This is an optimization exercise on Yosys and OpenROAD, whose aim is small area, not a production implementation. Only simulation tests tie the RTL to the original design; equivalence was not proved. Power and IR drop assume default switching activity.

==> flow/design.v (excerpt) <==
module reg_file_sweep
#(
   parameter int WIDTH   = reg_file_pkg::DEF_WIDTH,
   parameter int DEPTH   = reg_file_pkg::DEF_DEPTH,
   parameter int ADDR_W  = $clog2(DEPTH),
   parameter int R0_ZERO = 1,
   parameter int BYPASS  = 1
) (
   input  logic              clk,
   input  logic              clr,
   input  logic              wr_en,
   input  logic [ADDR_W-1:0] wr_addr,
   input  logic [WIDTH-1:0]  wr_data,
   input  logic [ADDR_W-1:0] rd_addr_a,
   output logic [WIDTH-1:0]  rd_data_a,
   input  logic [ADDR_W-1:0] rd_addr_b,
   output logic [WIDTH-1:0]  rd_data_b,
   input  logic              bulk_clr_req,
   output logic              busy,
   output logic              wr_drop,
   output reg_file_pkg::state_t fsm_state
);
Size in the first run: roughly 1200 cells after synthesis, roughly 20000 um2 of cells after synthesis.
clock: 8.0 ns
lec_check: 0
cap_margin: 10
core_margin: 2
core_utilization: 60
place_density: 0.7
slew_margin: 10
synth_hierarchical: 1
standard.sh (not shown) runs the stock make flow with config.mk's settings and CLKGATE_MAP_FILE= SYNTH_SCRIPT=/design/flow/synth_recipe.tcl, a recipe that flattens the netlist after the stock synthesis.
==> flow/flow/run.sh <==
#!/bin/bash
set -e
export BUFFER_PORTS_ARGS="-buffer_cell sky130_fd_sc_hd__buf_1"
export PRE_GLOBAL_PLACE_TCL="$(pwd)/flow/pre_gpl.tcl"
export CTS_ARGS="-sink_clustering_enable -repair_clock_nets -dont_use_dummy_load -buf_list {sky130_fd_sc_hd__clkbuf_8} -sink_clustering_size 18 -sink_clustering_max_diameter 70"
bash standard.sh > standard.log 2>&1
==> flow/flow/pre_gpl.tcl <==
# Before global placement: upsize the AND gates that drive high-fanout
# nets (the read-port select lines and the write enables) to drive strength 2,
# so that placement sizes them instead of buffering them.
set n 0
foreach net [[ord::get_db_block] getNets] {
  set loads 0; set drv ""
  foreach it [$net getITerms] {
    if {[$it isOutputSignal]} { set drv [$it getInst] } elseif {[$it isInputSignal]} { incr loads }
  }
  if {$drv == "" || $loads < 24} continue
  set m [[$drv getMaster] getName]
  if {[regexp {^sky130_fd_sc_hd__(and[234])_1$} $m -> base]} {
    replace_cell [$drv getName] sky130_fd_sc_hd__${base}_2
    incr n
  }
}
puts "upsized $n select drivers"
Change:
==> flow/flow/run.sh (replaced) <==
#!/bin/bash
set -e
export BUFFER_PORTS_ARGS="-buffer_cell sky130_fd_sc_hd__buf_1"
export RECOVER_POWER=100
export PRE_GLOBAL_PLACE_TCL="$(pwd)/flow/pre_gpl.tcl"
export CTS_ARGS="-sink_clustering_enable -repair_clock_nets -dont_use_dummy_load -buf_list {sky130_fd_sc_hd__clkbuf_8} -sink_clustering_size 18 -sink_clustering_max_diameter 90"
bash standard.sh > standard.log 2>&1
Settings changed: CORE_UTILIZATION 60 to 70, PLACE_DENSITY 0.7 to 0.8.
The new run ran to the end with violations: max-capacitance violations, max-slew violations.
Cell area decreases slightly.
Sequential cell count is unchanged.
Register-to-register slack loses 1.7 ns.
Worst hold slack gains 0.020 ns.
Via count increases by a few percent.
Global-route usage increases by 4.9 points.
Setup slack loses 0.67 ns.
Change:
==> flow/flow/run.sh (replaced) <==
#!/bin/bash
set -e
export BUFFER_PORTS_ARGS="-buffer_cell sky130_fd_sc_hd__buf_1"
export PRE_GLOBAL_PLACE_TCL="$(pwd)/flow/pre_gpl.tcl"
export CTS_ARGS="-sink_clustering_enable -repair_clock_nets -dont_use_dummy_load -buf_list {sky130_fd_sc_hd__clkbuf_8} -sink_clustering_size 18 -sink_clustering_max_diameter 70"
bash standard.sh > standard.log 2>&1
After rerunning:
- Now the flow completed with no timing, DRC or antenna violations
- cell count barely changes
- clock-buffer cell count came out higher by 3
- synthesized cell count is unchanged
- wire length barely changes
- worst setup slack is better by 0.63 ns
- sequential share of layout area came out lower by 0.27 points
- utilization came out higher by 0.29 points
Change:
==> flow/flow/run.sh (replaced) <==
#!/bin/bash
set -e
export BUFFER_PORTS_ARGS="-buffer_cell sky130_fd_sc_hd__buf_1"
export CTS_ARGS="-sink_clustering_enable -repair_clock_nets -dont_use_dummy_load -buf_list {sky130_fd_sc_hd__clkbuf_8} -sink_clustering_size 18 -sink_clustering_max_diameter 70"
bash standard.sh > standard.log 2>&1
removed: flow/flow/pre_gpl.tcl
Worst setup slack is worse by 0.12 ns.
Routed wire length rose by a few percent.
Count of clock-buffer cells in the layout fell by 3.
Design area rose slightly.
Area after synthesis stays the same.
Cell count rose slightly.
Sequential power hardly moves.
Total power fell slightly.
Die area does not change.
First-iteration DRC count rose slightly.
Worst hold slack is better by 0.014 ns.
Change:
==> flow/flow/run.sh (replaced) <==
#!/bin/bash
set -e
export BUFFER_PORTS_ARGS="-buffer_cell sky130_fd_sc_hd__buf_1"
export PRE_GLOBAL_PLACE_TCL="$(pwd)/flow/pre_gpl.tcl"
export CTS_ARGS="-sink_clustering_enable -repair_clock_nets -dont_use_dummy_load -buf_list {sky130_fd_sc_hd__clkbuf_8} -sink_clustering_size 18 -sink_clustering_max_diameter 90"
bash standard.sh > standard.log 2>&1
==> flow/flow/pre_gpl.tcl (new file) <==
# Before global placement: upsize the AND gates that drive high-fanout
# nets (the read-port select lines and the write enables) to drive strength 2,
# so that placement sizes them instead of buffering them.
set n 0
foreach net [[ord::get_db_block] getNets] {
  set loads 0; set drv ""
  foreach it [$net getITerms] {
    if {[$it isOutputSignal]} { set drv [$it getInst] } elseif {[$it isInputSignal]} { incr loads }
  }
  if {$drv == "" || $loads < 24} continue
  set m [[$drv getMaster] getName]
  if {[regexp {^sky130_fd_sc_hd__(and[234])_1$} $m -> base]} {
    replace_cell [$drv getName] sky130_fd_sc_hd__${base}_2
    incr n
  }
}
puts "upsized $n select drivers"
Clock skew falls by 0.0056 ns.
Clock power is about the same.
Final cell count fell slightly.
Sequential share of layout area is higher by 0.55 points.
Utilization went down by 0.60 points.
Wire length is lower by a few percent.
Synthesized area does not change.
Synthesized cell count is unchanged.
Cell area falls slightly.
Total power decreases slightly.

## afterwards: timing with drivers on the ports
No port has a modelled driver above. Below, the same layouts with a new extraction and two added sets of constraints. Step 1 (the two cells are an assumption about what drives the block):
set clk [get_ports {clk}]
set_driving_cell -lib_cell sky130_fd_sc_hd__clkbuf_16 $clk
set_driving_cell -lib_cell sky130_fd_sc_hd__buf_2 [delete_from_list [all_inputs] $clk]
Step 2, shift: input delay + t, output delay - t, t = (earliest + latest rising clock arrival at the registers) / 2. This alone moves slack from input paths to output paths. Three values: ideal ports, drivers, drivers and shift; two values: the first two.
run	t (ns)	setup slack, ns	hold WS [ns]	worst register clock-pin slew, ns
the first run	0.606	1.936 / 1.915 / 1.915	0.529 / 0.529 / 0.529	0.11 / 0.11
the second run	0.680	1.270 / 1.247 / 1.247	0.549 / 0.549 / 0.549	0.11 / 0.11
the third run	0.599	1.897 / 1.871 / 1.871	0.525 / 0.525 / 0.525	0.11 / 0.11
the fourth run	0.684	1.773 / 1.751 / 1.751	0.539 / 0.539 / 0.539	0.11 / 0.11
the fifth run	0.682	1.853 / 1.827 / 1.827	0.540 / 0.540 / 0.540	0.11 / 0.11
